What follows belongs to an exercise in optimizing a design on an open flow for a short achievable clock period and few clock cycles per item; a production flow would make more cautious choices. No run shown here included a check of the RTL's function; only the layout flow was run. Power and IR drop assume default switching activity.

[flow/run.sh]
#!/bin/bash
# synth_recipe.tcl (not shown) runs the flow's synth.tcl, then flattens the netlist and writes it again
# the make line also repeats each setting of config.mk as NAME=value (left out here)
make -C /OpenROAD-flow-scripts/flow DESIGN_CONFIG=/design/flow/config.mk WORK_HOME=/design/flow/orfs CLKGATE_MAP_FILE= SYNTH_SCRIPT=/design/flow/synth_recipe.tcl finish
[flow/design.v]
package iir_df1_biquad_axis_pkg;
    localparam int unsigned acc_guard_bits = 3;
    typedef enum logic [1:0] {
        StIdle,
        StMul,
        StSum,
        StOut
    } state_e;
endpackage
import iir_df1_biquad_axis_pkg::*;
module iir_biquad_sat
#(
    parameter int unsigned acc_width    = 32,
    parameter int unsigned inout_width  = 16,
    parameter int unsigned scale_factor = 14
) (
    input  logic signed [acc_width-1:0]   acc,
    output logic signed [inout_width-1:0] y
);
    localparam int unsigned top = scale_factor + inout_width - 1;
    logic ovf;
    always_comb begin
        ovf = !((&acc[acc_width-1:top]) || !(|acc[acc_width-1:top]));
        if (ovf) begin
            y = {acc[acc_width-1], {(inout_width-1){~acc[acc_width-1]}}};
        end else begin
            y = acc[top:scale_factor];
        end
    end
endmodule
module iir_biquad_csa
#(
    parameter int unsigned w = 32
) (
    input  logic [w-1:0] a,
    input  logic [w-1:0] b,
    input  logic [w-1:0] c,
    output logic [w-1:0] s,
    output logic [w-1:0] co
);
    logic [w-1:0] maj;
    assign s   = a ^ b ^ c;
    assign maj = (a & b) | (a & c) | (b & c);
    assign co  = {maj[w-2:0], 1'b0};
endmodule
import iir_df1_biquad_axis_pkg::*;
module iir_df1_biquad_axis
#(
    parameter int unsigned coeff_width  = 16,
    parameter int unsigned inout_width  = 16,
    parameter int unsigned scale_factor = 14,
    parameter int          a1_int_coeff = -31880,
    parameter int          a2_int_coeff = 15531,
    parameter int          bo_int_coeff = 167,
    parameter int          b1_int_coeff = -302,
    parameter int          b2_int_coeff = 167
) (
    input  logic                          clk,
    input  logic                          rst,
    input  logic                          s_axis_tvalid,
    input  logic signed [inout_width-1:0] s_axis_tdata,
    output logic                          m_axis_tready,
    output logic signed [inout_width-1:0] m_axis_tdata,
    output logic                          m_axis_tvalid
);
    localparam int unsigned aw = 32;
    localparam logic [aw-1:0] k_loop = aw'(0) - (aw'(32'hffff) << 10) - (aw'(31880) << 15);
    localparam logic [aw-1:0] k_a2   = (aw'(15531) << 15) - (aw'(32'hffff) << 14)
                                     - (aw'(32'hffff) << 8);
    localparam logic [aw-1:0] k_g    = k_loop + k_a2 - (aw'(1) << 25) - aw'(15531);
    localparam logic [aw-1:0] k_pos  = (aw'(16'hffff) << 15) + (aw'(16'hffff) << 7)
                                     + (aw'(16'hffff) << 3);
    localparam logic [aw-1:0] k_neg  = aw'(16'hffff) << 10;
    localparam logic [aw-1:0] kg_pos = k_g + aw'(15531) + (aw'(16'hffff) << 10)
                                     + (aw'(16'hffff) << 6) + (aw'(16'hffff) << 4)
                                     + (aw'(16'hffff) << 2) + aw'(16'hffff);
    localparam logic [aw-1:0] kg_neg = k_g + aw'(15531) + (aw'(16'hffff) << 14)
                                     + (aw'(16'hffff) << 8);
    logic ready_q;
    logic rst_q;     
    logic                          vin;
    logic signed [inout_width-1:0] xin;
    logic signed [inout_width-1:0] xh1, xh2;
    logic                          v1, v2, v3, v4, v5;
    logic signed [16:0]            a1;    
    logic signed [15:0]            b1;    
    logic [25:0]                   fs, fc;    
    logic signed [25:0]            f3;    
    logic [aw-1:0]                 gs, gc;
    logic [17:0]                   y1h;
    logic                          y1c;
    logic [17:0]                   y18;
    logic                          y1p, y1n;    
    logic [15:0]                   y1r;         
    logic [15:0]                   y1b, y2b;    
    logic signed [inout_width-1:0] yo;
    logic                          vo;
    always_comb begin
        y18 = y1h + 18'(y1c);
        y1p = ~y18[17] & (y18[16] | y18[15] | (&y18[14:0]));
        y1n = y18[17] & (~(y18[16] & y18[15]) | ~(|y18[14:0]));
        y1r = {~y1h[15], y1h[14:0]};
        if (y1p) begin
            y1b = 16'hffff;
        end else if (y1n) begin
            y1b = 16'h0000;
        end else begin
            y1b = {~y18[15], y18[14:0]};
        end
    end
    logic [25:0] f_op [9];
    logic [25:0] f_s1, f_c1, f_s2, f_c2, f_s3, f_c3, f_s4, f_c4, f_s5, f_c5;
    logic [25:0] f_s6, f_c6, f_s7, f_c7;
    logic [25:0] ax, bx;
    always_comb begin
        ax      = 26'(a1);
        bx      = 26'(b1);
        f_op[0] = ax << 7;
        f_op[1] = ax << 5;
        f_op[2] = ax << 3;
        f_op[3] = ~ax;
        f_op[4] = ~(bx << 8);
        f_op[5] = ~(bx << 6);
        f_op[6] = bx << 4;
        f_op[7] = bx << 1;
        f_op[8] = 26'd3;
    end
    iir_biquad_csa #(.w(26)) u_f1 (.a(f_op[0]), .b(f_op[1]), .c(f_op[2]), .s(f_s1), .co(f_c1));
    iir_biquad_csa #(.w(26)) u_f2 (.a(f_op[3]), .b(f_op[4]), .c(f_op[5]), .s(f_s2), .co(f_c2));
    iir_biquad_csa #(.w(26)) u_f3 (.a(f_op[6]), .b(f_op[7]), .c(f_op[8]), .s(f_s3), .co(f_c3));
    iir_biquad_csa #(.w(26)) u_f4 (.a(f_s1), .b(f_c1), .c(f_s2), .s(f_s4), .co(f_c4));
    iir_biquad_csa #(.w(26)) u_f5 (.a(f_c2), .b(f_s3), .c(f_c3), .s(f_s5), .co(f_c5));
    iir_biquad_csa #(.w(26)) u_f6 (.a(f_s4), .b(f_c4), .c(f_s5), .s(f_s6), .co(f_c6));
    iir_biquad_csa #(.w(26)) u_f7 (.a(f_s6), .b(f_c6), .c(f_c5), .s(f_s7), .co(f_c7));
    logic [15:0]                   ysb;
    logic                          ysc_n;
    logic [aw-1:0]                 fb;
    logic [aw-1:0]                 g_op [9];
    logic [aw-1:0]                 g_s1, g_c1, g_s2, g_c2, g_s3, g_c3;
    logic [aw-1:0]                 g_s4, g_c4, g_s5, g_c5, g_s6, g_c6, g_s7, g_c7;
    logic                          use_galt;
    always_comb begin
        ysb     = v4 ? y1r : y2b;
        ysc_n   = v4 ? ~y1c : 1'b1;
        fb      = aw'({~f3[25], f3[24:0]});
        g_op[0] = (aw'({16'b0, ~ysb}) << 14) | (ysc_n ? aw'(15531) : aw'(0));
        g_op[1] = aw'(ysb) << 10;
        g_op[2] = aw'({16'b0, ~ysb}) << 8;
        g_op[3] = aw'(ysb) << 6;
        g_op[4] = aw'(ysb) << 4;
        g_op[5] = aw'(ysb) << 2;
        g_op[6] = aw'(ysb);
        g_op[7] = fb;
        g_op[8] = k_g;
        use_galt = v4 & (y1p | y1n);
    end
    iir_biquad_csa #(.w(aw)) u_g1 (.a(g_op[0]), .b(g_op[1]), .c(g_op[2]), .s(g_s1), .co(g_c1));
    iir_biquad_csa #(.w(aw)) u_g2 (.a(g_op[3]), .b(g_op[4]), .c(g_op[5]), .s(g_s2), .co(g_c2));
    iir_biquad_csa #(.w(aw)) u_g3 (.a(g_op[6]), .b(g_op[7]), .c(g_op[8]), .s(g_s3), .co(g_c3));
    iir_biquad_csa #(.w(aw)) u_g4 (.a(g_s1), .b(g_c1), .c(g_s2), .s(g_s4), .co(g_c4));
    iir_biquad_csa #(.w(aw)) u_g5 (.a(g_c2), .b(g_s3), .c(g_c3), .s(g_s5), .co(g_c5));
    iir_biquad_csa #(.w(aw)) u_g6 (.a(g_s4), .b(g_c4), .c(g_s5), .s(g_s6), .co(g_c6));
    iir_biquad_csa #(.w(aw)) u_g7 (.a(g_s6), .b(g_c6), .c(g_c5), .s(g_s7), .co(g_c7));
    logic [aw-1:0]                 l_op [4];
    logic [aw-1:0]                 l_s1, l_c1, l_s2, l_c2, l_s3, l_c3, l_s4, l_c4;
    logic [aw-1:0]                 k_sat, sat_s, sat_c, alt_s, alt_c, t_s, t_c;
    logic                          use_tree;
    logic [17:0]                   h_new;
    logic [14:0]                   lo_sum;
    always_comb begin
        l_op[0] = (aw'(y1r) << 15) | (y1c ? aw'(31880) : aw'(0));
        l_op[1] = aw'({16'b0, ~y1r}) << 10;
        l_op[2] = aw'(y1r) << 7;
        l_op[3] = aw'(y1r) << 3;
    end
    iir_biquad_csa #(.w(aw)) u_l1 (.a(l_op[0]), .b(l_op[1]), .c(l_op[2]), .s(l_s1), .co(l_c1));
    iir_biquad_csa #(.w(aw)) u_l2 (.a(l_op[3]), .b(gs), .c(gc), .s(l_s2), .co(l_c2));
    iir_biquad_csa #(.w(aw)) u_l3 (.a(l_s1), .b(l_c1), .c(l_s2), .s(l_s3), .co(l_c3));
    iir_biquad_csa #(.w(aw)) u_l4 (.a(l_s3), .b(l_c3), .c(l_c2), .s(l_s4), .co(l_c4));
    assign k_sat = y1p ? k_pos : k_neg;
    iir_biquad_csa #(.w(aw)) u_k (.a(gs), .b(gc), .c(k_sat), .s(sat_s), .co(sat_c));
    always_comb begin
        use_tree = v4 & ~(y1p | y1n);
        if (v4) begin
            alt_s = sat_s;
            alt_c = sat_c;
        end else begin
            alt_s = rst_q ? '0 : {{2{~y1b[15]}}, ~y1b[15], y1b[14:0], 14'b0};
            alt_c = '0;
        end
        t_s = use_tree ? l_s4 : alt_s;
        t_c = use_tree ? l_c4 : alt_c;
    end
    assign h_new  = t_s[31:14] + t_c[31:14];
    assign lo_sum = {1'b0, t_s[13:0]} + {1'b0, t_c[13:0]};
    always_ff @(posedge clk) begin
        ready_q <= ready_q | rst;
        rst_q   <= rst;
        vin <= s_axis_tvalid & ready_q & ~rst;
        xin <= s_axis_tdata;
        a1   <= 17'(xin) + 17'(xh2);
        b1   <= xh1;
        fs   <= f_s7;
        fc   <= f_c7;
        f3   <= fs + fc;
        gs   <= use_galt ? fb : g_s7;
        gc   <= use_galt ? (y1p ? kg_pos : kg_neg) : g_c7;
        yo   <= {~y1b[15], y1b[14:0]};
        y1h <= h_new;
        y1c <= lo_sum[14];
        if (rst_q) begin
            xh1 <= '0;
            xh2 <= '0;
            y2b <= 16'h8000;
        end else begin
            if (vin) begin
                xh1 <= xin;
                xh2 <= xh1;
            end
            if (v4) begin
                y2b <= y1b;
            end
        end
        if (rst) begin
            v1 <= 1'b0;
            v2 <= 1'b0;
            v3 <= 1'b0;
            v4 <= 1'b0;
            v5 <= 1'b0;
            vo <= 1'b0;
        end else begin
            v1 <= vin;
            v2 <= v1;
            v3 <= v2;
            v4 <= v3;
            v5 <= v4;
            vo <= v5;
        end
    end
    assign m_axis_tready = ready_q;
    assign m_axis_tdata  = yo;
    assign m_axis_tvalid = vo;
endmodule
[flow/constraint.sdc]
create_clock -name core_clock -period 7.0 [get_ports {clk}]
set_input_delay 1.4000 -clock core_clock [delete_from_list [all_inputs] [get_ports {clk}]]
set_output_delay 1.4000 -clock core_clock [all_outputs]
set_load 0.01 [all_outputs]
[flow/config.mk]
export PLATFORM = sky130hd
export DESIGN_NAME = iir_df1_biquad_axis
export DESIGN_NICKNAME = iir_df1_biquad_axis
export VERILOG_FILES = /design/flow/design.v
export SDC_FILE = /design/flow/constraint.sdc
export NUM_CORES = 4
export LEC_CHECK = 0
export ABC_CLOCK_PERIOD_IN_PS = 2500
export CAP_MARGIN = 20
export CORE_MARGIN = 2
export CORE_UTILIZATION = 40
export SETUP_SLACK_MARGIN = 4.5
export SLEW_MARGIN = 20
==> results of run 1 <==
critical path, delay by kind of cell, from the launching register on:
kind            cells  cell delay [ns]
flops               1             0.35
simple gates        2             0.36
compound gates     13             2.65
fa+ha+maj           2             0.57
buf+inv             5             0.64
xor+xnor            1             0.15
power groups by stage:
stage	Sequential, uW	Combinational, uW	Clock (uW)
after floorplan	2280	2760	0
after global placement	2380	3540	0
after detailed placement	2380	3620	0
after CTS	2330	3960	1820
after global routing	2380	4830	1890
final	2340	4170	1780
worst paths after layout:
check              start       to  slack, ns  depth (start not counted)
setup reg to reg  y1h[5]  y1h[16]       2.19                         23
hold reg to reg    fs[0]    f3[0]       0.33                          0
hold / removal     fs[0]    f3[0]       0.33                          0
setup / recovery  y1h[5]  y1h[16]       2.19                         23
cell type report:
| cell class | instances | area (sq um) |
|---|---|---|
| Clock buffer | 49 | 998.5 |
| Clock inverter | 13 | 152.6 |
| Fill cell | 4167 | 22590 |
| Inverter | 364 | 1448 |
| Multi-Input combinational cell | 1245 | 14240 |
| Sequential cell | 279 | 5702 |
| Tap cell | 664 | 830.8 |
| Timing Repair Buffer | 294 | 3189 |
cell families (layout without fill, tap and decap cells):
logic type | Yosys count | in the layout | share of synthesized area
AO/OA/AOI/OAI | 279 | 279 | 0.09093
XOR/XNOR | 67 | 67 | 0.02937
adder cells (fa/ha/maj) | 492 | 492 | 0.4130
buffers and inverters | 419 | 720 | 0.08122
flip-flops | 279 | 279 | 0.2796
multiplexers | 38 | 38 | 0.01916
AND/OR/NAND/NOR | 369 | 369 | 0.08680
sequential cells by signal, summed over array words and instances, names as in the netlist, 16 cells and up:
| signal | count |
|---|---|
| a1 | 17 |
| b1 | 16 |
| f3 | 26 |
| fc | 24 |
| fs | 26 |
| gc | 31 |
| gs | 31 |
| xh1 | 16 |
| xh2 | 16 |
| xin | 16 |
| y1h | 18 |
| y2b | 16 |
| yo | 16 |
through the flow:
stage                     hold WS, ns  setup slack (ns)  power [uW]  instances
after floorplan                0.3096             2.141        5034       1943
after global placement         0.3151            0.9666        5918       2609
after detailed placement       0.3121             1.134        5996       2609
after CTS                      0.3260             2.203        8116       2848
after global routing           0.3468             2.028        9105       2908
final                          0.3261             2.189        8287       2908
layout by cell type, fill, tap and decap left out, types with 33 or more instances in the layout:
| cell | n |
|---|---|
| sky130_fd_sc_hd__dfxtp_2 | 33 |
| sky130_fd_sc_hd__buf_12 | 33 |
| sky130_fd_sc_hd__xnor2_1 | 44 |
| sky130_fd_sc_hd__buf_6 | 55 |
| sky130_fd_sc_hd__fa_1 | 215 |
| sky130_fd_sc_hd__buf_4 | 149 |
| sky130_fd_sc_hd__a21oi_1 | 33 |
| sky130_fd_sc_hd__ha_1 | 187 |
| sky130_fd_sc_hd__mux2i_1 | 34 |
| sky130_fd_sc_hd__o21ai_0 | 39 |
| sky130_fd_sc_hd__nand2_1 | 94 |
| sky130_fd_sc_hd__dfxtp_1 | 226 |
| sky130_fd_sc_hd__nor2_1 | 95 |
| sky130_fd_sc_hd__inv_2 | 50 |
| sky130_fd_sc_hd__clkbuf_16 | 40 |
| sky130_fd_sc_hd__inv_1 | 294 |
| sky130_fd_sc_hd__fa_2 | 64 |
per-layer routing:
layer / vias to the layer above / GRT usage
li1: 6776 / -
met1: 7020 / 0.2571
met2: 373 / 0.3525
met3: 107 / 0.03317
met4: 0 / 0.08202
met5: - / 0
timing repair:
item                                    CTS  global route
gates cloned                              7             7
buffers inserted                        170            53
pin swaps                               152           108
endpoints found under the setup margin  167           156
gates resized for setup                 428           155
==> impl_summary.log, run 1 <==
[metrics] status: complete, no violations
[metrics] Post-layout nets: 2,729
[metrics] antenna violations before repair: 0
[metrics] clock slew seen by the registers of the worst setup and hold paths: 0.06 ns
[metrics] maximum ir drop on the vdd rail: 0.0002162 V
[metrics] Global Route Usage Sum: 0.2049
[metrics] wire length per cell after detailed routing: 18.00 um
[metrics] largest net degree at the start of global routing: 55
[metrics] total placed instance area: 21,410 sq um
[metrics] area fraction of the dominant cell type after synthesis: 0.2796
[metrics] number of standard cells after synthesis: 1,943
[metrics] final clock period utilization by the worst path: 0.6873
[metrics] Pre-Repair DR Iteration Count: 5
[metrics] vias per cell: 4.909
[metrics] Leak: 0.01223 uW
[metrics] number of buffers created by CTS: 34
[metrics] element type at the critical path start: flop
[metrics] type of destination of the critical path: flop
[metrics] minimum clock period after layout: 4.811 ns
[metrics] longest individual stage delay on the worst path: 0.71 ns
[metrics] arrival time of data at the critical path endpoint: 5.30 ns
[metrics] sum of met3 wire segment lengths after detailed routing: 2.715 mm
[metrics] H-Tree Depth: 2
[metrics] Sw Ratio: 0.3914
[metrics] cells along the critical path: buf_4 -> inv_1 -> o41ai_1 -> a31o_2 -> and3_4 -> a22oi_4 -> buf_12 -> buf_12 -> a21oi_4 -> a221oi_2 -> a21oi_4 -> ha_4 -> inv_2 -> fa_2 -> nor2b_1 -> o21a_1 -> o21ai_2 -> a21oi_2 -> o311ai_4 -> a21oi_2 -> a211oi_2 -> o21bai_1 -> xor2_1
[metrics] top cells by area in the synthesized netlist: sky130_fd_sc_hd__dfxtp_1 (28%), sky130_fd_sc_hd__fa_1 (28%), sky130_fd_sc_hd__ha_1 (13%), sky130_fd_sc_hd__inv_1 (6.8%), sky130_fd_sc_hd__nor2_1 (2.1%)
[metrics] wl on met1: 21.82 mm
[metrics] Core Util, Final: 0.5404
[metrics] maximum fanout along the worst path: 4
[metrics] IO Pins: 37
[metrics] syn nets: 2,454
[metrics] source-to-sink clock delay at the later pin of the worst-skew pair: 0.57 ns
[metrics] Inserted Diodes: 0
[metrics] library cell used as clock root buffer: sky130_fd_sc_hd__clkbuf_16
[metrics] fmax: 0.2079 GHz
[metrics] most common flop cell mapped by yosys: sky130_fd_sc_hd__dfxtp_1
[metrics] number of enable flip-flop cells after synthesis: 0
[metrics] unrepaired setup endpoints after global routing: true
[metrics] cell area power density: 312.0 nW/um^2
[metrics] full die area: 51,750 sq um
[metrics] part of the total power dissipated in sequential elements: 0.282
[metrics] vias after detailed routing: 14,280
[metrics] net switching component of the power: 3244 uW
[metrics] final instance area: 26,560 sq um
[metrics] Final HPWL DP: 35.64 mm
[metrics] gp weighted congestion: 0.8928
[metrics] clk buf depth: 3
[metrics] initial standard-cell utilization of the core: 0.4065
[metrics] number of max-slew violations in the final report: 0
[metrics] post-synthesis average cell area: 10.28 sq um
[metrics] worst setup path category: flop to flop
[metrics] Clock Sink Count: 279
[metrics] final wirelength: 52.33 mm
[metrics] sequential element share of the synthesized area: 0.2796
[metrics] count of maximum capacitance violations: 0
[metrics] setup violators final: 0
[metrics] total grt overflow: 0
[metrics] CTS tree: done
[metrics] layout-stage area growth over the synthesis result: 32.94%
[metrics] drt drc: 0
[metrics] share of power burned in combinational logic: 0.504
[metrics] Final Hold Vio Count: 0
[metrics] fraction of layout cells with a size suffix above 1: 0.3186
[metrics] largest area contributor in the netlist: sky130_fd_sc_hd__dfxtp_1
[metrics] Synth Warn #: 7
[metrics] wire length of the first global-routing pass: 81.50 mm
[metrics] most frequent cell after synthesis: sky130_fd_sc_hd__inv_1
[metrics] Clock Skews: 0.02794 ns
[metrics] tightest slew margin relative to the limit: 0.3349
[metrics] distinct cell type count of the synthesized netlist: 72
[metrics] horizontal die dimension: 227.5 um
[metrics] chip height: 227.5 um
[metrics] Cell Area, Synth: 19,980 sq um
[metrics] routed wire length on met2: 25.87 mm
[metrics] core region area: 49,150 sq um
[metrics] type of the tightest min-delay check: flop to flop
[metrics] starting DRC count in detailed routing: 653
[metrics] Worst Tran Pin Value: 0.9976 ns
[metrics] Synth async-reset ratio: 0
[metrics] ranking of synthesized cells by instance count: sky130_fd_sc_hd__inv_1 (362), sky130_fd_sc_hd__dfxtp_1 (279), sky130_fd_sc_hd__fa_1 (279)
[metrics] number of buffers inserted by port buffering: 36
[metrics] count of hold-fix buffers inserted at cts: 0
[metrics] summed negative setup slack over all endpoints: 0 ns
[metrics] DR top layer: met4
[metrics] Cell Rows: 81
[metrics] Critical Path Slowest Stage Cell: sky130_fd_sc_hd__o41ai_1
[metrics] vias in the first global route: 15,230
[metrics] remaining antenna violation count after routing: 0
[metrics] clock share of power: 0.214
[metrics] data required time at the worst endpoint: 7.49 ns
[metrics] flops & latches, synth: 279
[metrics] Int Power: 5043 uW
==> run 2, diff against run 1 <==
--- a/flow/design.v
+++ b/flow/design.v
@@ -99,4 +99,4 @@
         y18 = y1h + 18'(y1c);
-        y1p = ~y18[17] & (y18[16] | y18[15] | (&y18[14:0]));
-        y1n = y18[17] & (~(y18[16] & y18[15]) | ~(|y18[14:0]));
+        y1p = ~y1h[17] & (y1h[16] | y1h[15] | ((&y1h[14:1]) & (y1h[0] | y1c)));
+        y1n = y1h[17] & (~(y1h[16] & y1h[15]) | (~(|y1h[14:0]) & ~y1c));
         y1r = {~y1h[15], y1h[14:0]};
==> impl_summary.log, run 2 <==
[metrics] share of power burned in combinational logic: 0.593
[metrics] simple-gate share of the synthesized area: 0.09009
[metrics] number of enable flip-flop cells after synthesis: 0
[metrics] pre-CTS setup slack: 1.748 ns
[metrics] number of standard cells after synthesis: 1,961
[metrics] number of buffers inserted by port buffering: 36
[metrics] post-synthesis mux area share: 0.02648
[metrics] Sw Ratio: 0.4308
[metrics] starting DRC count in detailed routing: 759
[metrics] ranking of synthesized cells by instance count: sky130_fd_sc_hd__inv_1 (369), sky130_fd_sc_hd__fa_1 (280), sky130_fd_sc_hd__dfxtp_1 (279)
[metrics] core region area: 49,050 sq um
[metrics] number of buffers created by CTS: 31
[metrics] syn nets: 2,472
[metrics] flops & latches, synth: 279
[metrics] WHS: 0.3269 ns
[metrics] tightest slew margin relative to the limit: 0.3341
[metrics] part of the total power dissipated in sequential elements: 0.250
[metrics] main combinational cell family by area after synthesis: adder cells
[metrics] clk buf depth: 3
[metrics] Synth async-reset ratio: 0
[metrics] maximum ir drop on the vdd rail: 0.0002405 V
[metrics] post-synthesis average cell area: 10.17 sq um
[metrics] layout-stage area growth over the synthesis result: 26.01%
[metrics] net switching component of the power: 4403 uW
[metrics] Cell Rows: 81
[metrics] leading cell type in the layout, fill and taps excluded: sky130_fd_sc_hd__inv_1
[metrics] GR met3 Demand/Resource: 0.02439
[metrics] type of destination of the critical path: flop
[metrics] final clock period utilization by the worst path: 0.6150
[metrics] vias per cell: 4.840
[metrics] IO Pins: 37
[metrics] Final HPWL DP: 35.39 mm
[metrics] minimum clock period after layout: 4.305 ns
[metrics] Global Route Usage Sum: 0.1976
[metrics] initial standard-cell utilization of the core: 0.4066
[metrics] clock slew seen by the registers of the worst setup and hold paths: 0.07 ns
[metrics] wire length per cell after detailed routing: 17.63 um
[metrics] largest registers: gc x31, gs x31
[metrics] data required time at the worst endpoint: 7.54 ns
[metrics] remaining antenna violation count after routing: 0
[metrics] type of the tightest min-delay check: flop to flop
[metrics] GR Util met1: 0.2533
[metrics] count of filler cells inserted in the layout: 4,352
[metrics] count of hold-fix buffers inserted at cts: 0
[metrics] unrepaired setup endpoints after global routing: true
[metrics] source-to-sink clock delay at the later pin of the worst-skew pair: 0.60 ns
[metrics] vias after detailed routing: 13,770
[metrics] final wirelength: 50.14 mm
[metrics] area fraction of the dominant cell type after synthesis: 0.2811
[metrics] Synth Warn #: 7
[metrics] post-route setup slack: 2.695 ns
[metrics] total grt overflow: 0
[metrics] global route hottest layer: met2
[metrics] Int Power: 5816 uW
[metrics] full die area: 51,660 sq um
[metrics] cell area power density: 406.6 nW/um^2
[metrics] met2 capacity usage during global routing: 0.3513
[metrics] H-Tree Depth: 1
[metrics] Leak: 0.01153 uW
[metrics] most common flop cell mapped by yosys: sky130_fd_sc_hd__dfxtp_1
[metrics] xor and xnor fraction of the mapped netlist area: 0.02723
[metrics] element type at the critical path start: flop
[metrics] synthesized-area fraction occupied by ao, oa, aoi and oai cells: 0.08075
[metrics] status: complete, no violations
[metrics] drt drc: 0
[metrics] Clock Sink Count: 279
[metrics] Pre-Repair DR Iteration Count: 5
[metrics] Clock Skews: 0.01675 ns
[metrics] Post-layout nets: 2,668
[metrics] Inserted Diodes: 0
[metrics] number of max-slew violations in the final report: 0
[metrics] sequential element share of the synthesized area: 0.2801
[metrics] top cells by area in the synthesized netlist: sky130_fd_sc_hd__fa_1 (28%), sky130_fd_sc_hd__dfxtp_1 (28%), sky130_fd_sc_hd__ha_1 (13%), sky130_fd_sc_hd__inv_1 (6.9%), sky130_fd_sc_hd__a21oi_1 (2.7%)
[metrics] CTS tree: done
[metrics] Final Hold Vio Count: 0
[metrics] clock share of power: 0.157
[metrics] setup violators final: 0
[metrics] largest net degree at the start of global routing: 50
[metrics] wire length of the first global-routing pass: 79.15 mm
[metrics] Worst Tran Pin Value: 0.9989 ns
[metrics] Cell Area, Synth: 19,940 sq um
[metrics] library cell used as clock root buffer: sky130_fd_sc_hd__clkbuf_16
[metrics] vias in the first global route: 14,610
[metrics] worst setup path category: flop to flop
[metrics] most frequent cell after synthesis: sky130_fd_sc_hd__inv_1
[metrics] count of maximum capacitance violations: 0
[metrics] fraction of layout cells with a size suffix above 1: 0.2812
[metrics] summed negative setup slack over all endpoints: 0 ns
[metrics] horizontal die dimension: 227.3 um
[metrics] largest area contributor in the netlist: sky130_fd_sc_hd__fa_1
[metrics] post-synthesis share of cell area spent on full adders, half adders and majority gates: 0.4141
[metrics] most frequent cells in the layout: sky130_fd_sc_hd__inv_1 (288), sky130_fd_sc_hd__dfxtp_1 (221), sky130_fd_sc_hd__fa_1 (216)
[metrics] maximum fanout along the worst path: 6
[metrics] fmax: 0.2323 GHz
[metrics] arrival time of data at the critical path endpoint: 4.85 ns
[metrics] antenna violations before repair: 0
[metrics] gp weighted congestion: 0.9028
[metrics] chip height: 227.3 um
[metrics] distinct cell type count of the synthesized netlist: 61
==> run 2: final timing paths <==
check | from | endpoint | slack, ns | depth (start not counted)
worst max register to register | y1h[1] | y1h[16] | 2.70 | 18
worst max-delay path | y1h[1] | y1h[16] | 2.70 | 18
worst min register to register | fs[0] | f3[0] | 0.33 | 0
worst min-delay path | fs[0] | f3[0] | 0.33 | 0
==> run 2: power by group through the flow <==
stage               registers (uW)  logic (uW)  clock network [uW]
floorplan                     2430        4050                   0
global placement              2590        5280                   0
detailed placement            2600        5360                   0
CTS                           2560        5710                1650
global route                  2600        6950                1700
finish                        2550        6060                1600
==> run 2: logic make-up (layout without fill, tap and decap cells) <==
family	count (synthesis)	count (layout)
simple gates	393	398
buf+inv	420	634
mux	51	51
xor+xnor	62	62
flops	279	279
compound gates	264	264
fa+ha+maj	492	492
==> run 2: final cells by class <==
| class | instances | area (sq um) | share of cell area |
|---|---|---|---|
| Clock inverter | 12 | 142.6 | 0.005676 |
| Timing Repair Buffer | 204 | 1978 | 0.07872 |
| Multi-Input combinational cell | 1267 | 14050 | 0.5591 |
| Inverter | 371 | 1521 | 0.06054 |
| Timing Repair inverter | 3 | 40.04 | 0.001593 |
| Sequential cell | 279 | 5713 | 0.2273 |
| Clock buffer | 44 | 854.6 | 0.03401 |
| Tap cell | 664 | 830.8 | 0.03306 |
==> run 2: timing repair <==
action,4_1_cts,5_1_grt
setup endpoints to repair,148,129
buffers inserted,113,44
gates resized for setup,358,147
gates cloned,9,3
endpoints found under the hold margin,0,0
pin swaps,103,104
==> run 2: routing by layer <==
layer | part of all wire | vias to the layer above
met1 | 0.43 | 6732
met5 | 0 | -
li1 | - | 6613
met4 | 0.035 | 0
met3 | 0.042 | 108
met2 | 0.49 | 312
==> run 2: critical path, cell delays in order (launching register included) <==
cell	delay [ns]
sky130_fd_sc_hd__dfxtp_4	0.39
sky130_fd_sc_hd__inv_4	0.06
sky130_fd_sc_hd__or4_4	0.51
sky130_fd_sc_hd__o32a_4	0.40
sky130_fd_sc_hd__clkinvlp_4	0.12
sky130_fd_sc_hd__buf_6	0.13
sky130_fd_sc_hd__fa_1	0.41
sky130_fd_sc_hd__mux2i_1	0.16
sky130_fd_sc_hd__a22o_1	0.18
sky130_fd_sc_hd__inv_2	0.05
sky130_fd_sc_hd__fa_2	0.40
sky130_fd_sc_hd__nor2b_2	0.13
sky130_fd_sc_hd__o21ai_2	0.09
sky130_fd_sc_hd__a21boi_2	0.17
sky130_fd_sc_hd__o21ai_2	0.10
sky130_fd_sc_hd__a211oi_2	0.28
sky130_fd_sc_hd__nor2_2	0.08
sky130_fd_sc_hd__or4b_4	0.51
sky130_fd_sc_hd__nand3_2	0.07
==> run 2: through the flow <==
step	util	total power, uW	cells	instance area (sq um)
2_1_floorplan	-	6481	1961	20420
3_3_place_gp	0.4356	7873	2619	21370
3_5_place_dp	0.4356	7961	2619	21370
4_1_cts	0.4942	9921	2797	24240
5_1_grt	0.5123	11260	2844	25130
6_report	0.5123	10220	2844	25130
==> run 3, diff against run 2 <==
--- a/flow/design.v
+++ b/flow/design.v
@@ -165,3 +165,4 @@
     logic [aw-1:0]                 l_s1, l_c1, l_s2, l_c2, l_s3, l_c3, l_s4, l_c4;
-    logic [aw-1:0]                 k_sat, sat_s, sat_c, alt_s, alt_c, t_s, t_c;
+    logic [aw-1:0]                 satp_s, satp_c, satn_s, satn_c;
+    logic [aw-1:0]                 sat_s, sat_c, alt_s, alt_c, t_s, t_c;
     logic                          use_tree;
@@ -179,4 +180,6 @@
     iir_biquad_csa #(.w(aw)) u_l4 (.a(l_s3), .b(l_c3), .c(l_c2), .s(l_s4), .co(l_c4));
-    assign k_sat = y1p ? k_pos : k_neg;
-    iir_biquad_csa #(.w(aw)) u_k (.a(gs), .b(gc), .c(k_sat), .s(sat_s), .co(sat_c));
+    iir_biquad_csa #(.w(aw)) u_kp (.a(gs), .b(gc), .c(k_pos), .s(satp_s), .co(satp_c));
+    iir_biquad_csa #(.w(aw)) u_kn (.a(gs), .b(gc), .c(k_neg), .s(satn_s), .co(satn_c));
+    assign sat_s = y1p ? satp_s : satn_s;
+    assign sat_c = y1p ? satp_c : satn_c;
     always_comb begin
==> impl_summary.log, run 3 <==
[metrics] top cells by area in the synthesized netlist: sky130_fd_sc_hd__dfxtp_1 (28%), sky130_fd_sc_hd__fa_1 (26%), sky130_fd_sc_hd__ha_1 (14%), sky130_fd_sc_hd__inv_1 (7.0%), sky130_fd_sc_hd__nand2_1 (4.0%)
[metrics] worst setup path category: flop to flop
[metrics] Worst Tran Pin Value: 1.013 ns
[metrics] simple-gate share of the synthesized area: 0.09830
[metrics] total grt overflow: 0
[metrics] tightest slew margin relative to the limit: 0.3249
[metrics] Int Power: 5634 uW
[metrics] Cell Area, Synth: 20,170 sq um
[metrics] summed negative setup slack over all endpoints: 0 ns
[metrics] final wirelength: 48.83 mm
[metrics] Synth Warn #: 7
[metrics] initial standard-cell utilization of the core: 0.4038
[metrics] starting DRC count in detailed routing: 609
[metrics] wire length per cell after detailed routing: 17.22 um
[metrics] clk buf depth: 3
[metrics] area fraction of the dominant cell type after synthesis: 0.2769
[metrics] Pre-Repair DR Iteration Count: 5
[metrics] layout-stage area growth over the synthesis result: 20.88%
[metrics] net switching component of the power: 4313 uW
[metrics] Synth async-reset ratio: 0
[metrics] leading cell type in the layout, fill and taps excluded: sky130_fd_sc_hd__inv_1
[metrics] most common flop cell mapped by yosys: sky130_fd_sc_hd__dfxtp_1
[metrics] source-to-sink clock delay at the later pin of the worst-skew pair: 0.60 ns
[metrics] largest area contributor in the netlist: sky130_fd_sc_hd__dfxtp_1
[metrics] cell area power density: 407.8 nW/um^2
[metrics] Clock Sink Count: 279
[metrics] Global Route Usage Sum: 0.1911
[metrics] status: complete, no violations
[metrics] ranking of synthesized cells by instance count: sky130_fd_sc_hd__inv_1 (375), sky130_fd_sc_hd__dfxtp_1 (279), sky130_fd_sc_hd__fa_1 (267)
[metrics] xor and xnor fraction of the mapped netlist area: 0.02952
[metrics] number of enable flip-flop cells after synthesis: 0
[metrics] CTS tree: done
[metrics] number of buffers inserted by port buffering: 36
[metrics] share of power burned in combinational logic: 0.572
[metrics] most frequent cell after synthesis: sky130_fd_sc_hd__inv_1
[metrics] number of standard cells after synthesis: 2,011
[metrics] unrepaired setup endpoints after global routing: true
[metrics] maximum ir drop on the vdd rail: 0.0002263 V
[metrics] Inserted Diodes: 0
[metrics] WHS: 0.3259 ns
[metrics] drt drc: 0
[metrics] Cell Rows: 82
[metrics] Final Hold Vio Count: 0
[metrics] largest net degree at the start of global routing: 71
[metrics] setup violators final: 0
[metrics] number of max-slew violations in the final report: 0
[metrics] vias in the first global route: 14,530
[metrics] wire length of the first global-routing pass: 78.96 mm
[metrics] library cell used as clock root buffer: sky130_fd_sc_hd__clkbuf_16
[metrics] H-Tree Depth: 1
[metrics] flop2flop setup slack: 2.47 ns
[metrics] clock share of power: 0.180
[metrics] vias per cell: 4.793
[metrics] post-synthesis average cell area: 10.03 sq um
[metrics] Total Power Consumption: 9946 uW
[metrics] arrival time of data at the critical path endpoint: 5.02 ns
[metrics] type of the tightest min-delay check: flop to flop
[metrics] Final HPWL DP: 36.30 mm
[metrics] synthesized-area fraction occupied by ao, oa, aoi and oai cells: 0.08844
[metrics] data required time at the worst endpoint: 7.49 ns
[metrics] antenna violations before repair: 0
[metrics] Leak: 0.01143 uW
[metrics] element type at the critical path start: flop
[metrics] remaining antenna violation count after routing: 0
[metrics] final clock period utilization by the worst path: 0.6472
[metrics] post-route setup slack: 2.469 ns
[metrics] IO Pins: 37
[metrics] Placed Cells: 2,672
[metrics] Post-layout nets: 2,657
[metrics] Clock Skews: 0.01889 ns
[metrics] syn nets: 2,528
[metrics] largest registers: gc x31, gs x31
[metrics] clock slew seen by the registers of the worst setup and hold paths: 0.07 ns
[metrics] post-synthesis mux area share: 0.01637
[metrics] post-synthesis share of cell area spent on full adders, half adders and majority gates: 0.4082
[metrics] pre-CTS setup slack: 1.682 ns
[metrics] horizontal die dimension: 228.6 um
[metrics] minimum clock period after layout: 4.531 ns
[metrics] flops & latches, synth: 279
[metrics] part of the total power dissipated in sequential elements: 0.248
[metrics] sequential element share of the synthesized area: 0.2769
[metrics] fraction of layout cells with a size suffix above 1: 0.2255
[metrics] count of non-filler cells in the finished layout: 2,836
[metrics] maximum fanout along the worst path: 6
[metrics] chip height: 228.6 um
[metrics] Sw Ratio: 0.4336
[metrics] gp weighted congestion: 0.9188
[metrics] number of buffers created by CTS: 31
[metrics] full die area: 52,250 sq um
[metrics] vias after detailed routing: 13,590
[metrics] fmax: 0.2207 GHz
[metrics] type of destination of the critical path: flop
[metrics] distinct cell type count of the synthesized netlist: 73
[metrics] core region area: 49,970 sq um
[metrics] most frequent cells in the layout: sky130_fd_sc_hd__inv_1 (327), sky130_fd_sc_hd__dfxtp_1 (224), sky130_fd_sc_hd__fa_1 (213)
[metrics] count of maximum capacitance violations: 0
[metrics] main combinational cell family by area after synthesis: adder cells
run 3: layout make-up:
cell class,count,area [sq um]
clock buffers,41,904.6
repair buffers,144,1325
multi-input cells,1305,13800
fillers,4585,25580
well taps,672,840.8
clock inverters,16,237.7
repair inverters,3,25.02
flip-flops and latches,279,5707
inverters,376,1549
run 3: through the flow:
stage                       util  instance area (sq um)
after floorplan                -                  20530
after global placement    0.4306                  21510
after detailed placement  0.4306                  21510
after CTS                 0.4798                  23970
after global routing      0.4881                  24390
final                     0.4881                  24390
run 3: cell families after synthesis:
family,after synthesis
DFF,279
muxes,33
AOI/OAI and AO/OA,260
xor gates and xnor gates,68
adders and majority gates,498
and+or+nand+nor,443
buffers and inverters,430
run 3: worst max-delay path, cell delays in order, from the launching register on:
cell                       delay (ns)
sky130_fd_sc_hd__dfxtp_4         0.40
sky130_fd_sc_hd__inv_1           0.09
sky130_fd_sc_hd__fa_1            0.61
sky130_fd_sc_hd__fa_1            0.45
sky130_fd_sc_hd__fa_1            0.49
sky130_fd_sc_hd__a221oi_1        0.07
sky130_fd_sc_hd__a22o_1          0.26
sky130_fd_sc_hd__fa_2            0.41
sky130_fd_sc_hd__a21o_1          0.21
sky130_fd_sc_hd__a21oi_4         0.19
sky130_fd_sc_hd__o21ai_2         0.07
sky130_fd_sc_hd__a221o_1         0.35
sky130_fd_sc_hd__a2111o_1        0.41
sky130_fd_sc_hd__a21oi_1         0.16
sky130_fd_sc_hd__o21bai_1        0.09
sky130_fd_sc_hd__xor2_1          0.14
run 3: what timing repair did:
item,CTS,global route
setup buffers,76,22
cloned,8,1
endpoints found under the setup margin,158,132
gates resized for setup,278,68
pin swaps,86,37
hold buffers,0,0
run 3: final timing paths:
check	end	startpoint	cells past startpoint
max	y1h[16]	y1h[0]	15
min	f3[0]	fs[0]	0
min reg2reg	f3[0]	fs[0]	0
max reg2reg	y1h[16]	y1h[0]	15
run 3: power by group through the flow:
stage          Sequential, uW  Clock [uW]  Combinational, uW
4_1_cts                  2470        1840               5530
6_report                 2470        1790               5690
2_1_floorplan            2360           0               3980
5_1_grt                  2520        1910               6550
3_5_place_dp             2500           0               5260
3_3_place_gp             2490           0               5200
run 3: routing by layer:
metal | track usage | vias to the layer above | wire, um
met1 | 0.2503 | 6609 | 21670
met4 | 0.05658 | 0 | 1638
met5 | 0 | - | 0
met2 | 0.3243 | 282 | 23240
li1 | - | 6610 | -
met3 | 0.03206 | 91 | 2273

==> afterwards: timing with drivers on the ports <==
The flow's constraints put no driver on any port. The routed layouts listed below were extracted and timed again, unchanged, in two steps. Step 1 assumes that a clkbuf_16 drives the clock port and a buf_2 every other input. Step 2, shift: input delay + t, output delay - t, t = (earliest + latest rising clock arrival at the registers) / 2. This alone moves slack from input paths to output paths. Three values: no drivers, after step 1, after step 2; two values: the first two.
run	t (ns)	setup slack, ns	worst hold slack (ns)	clock arrival spread, ns	worst data-port slew with drivers (ns)
run 1	0.605	2.189 / 2.189 / 2.189	0.326 / 0.326 / 0.326	0.031 / 0.031	0.03
run 2	0.643	2.695 / 2.695 / 2.695	0.327 / 0.327 / 0.327	0.017 / 0.017	0.03
run 3	0.645	2.469 / 2.469 / 2.469	0.326 / 0.326 / 0.326	0.021 / 0.021	0.04
After both steps setup and hold are still met in every run listed.
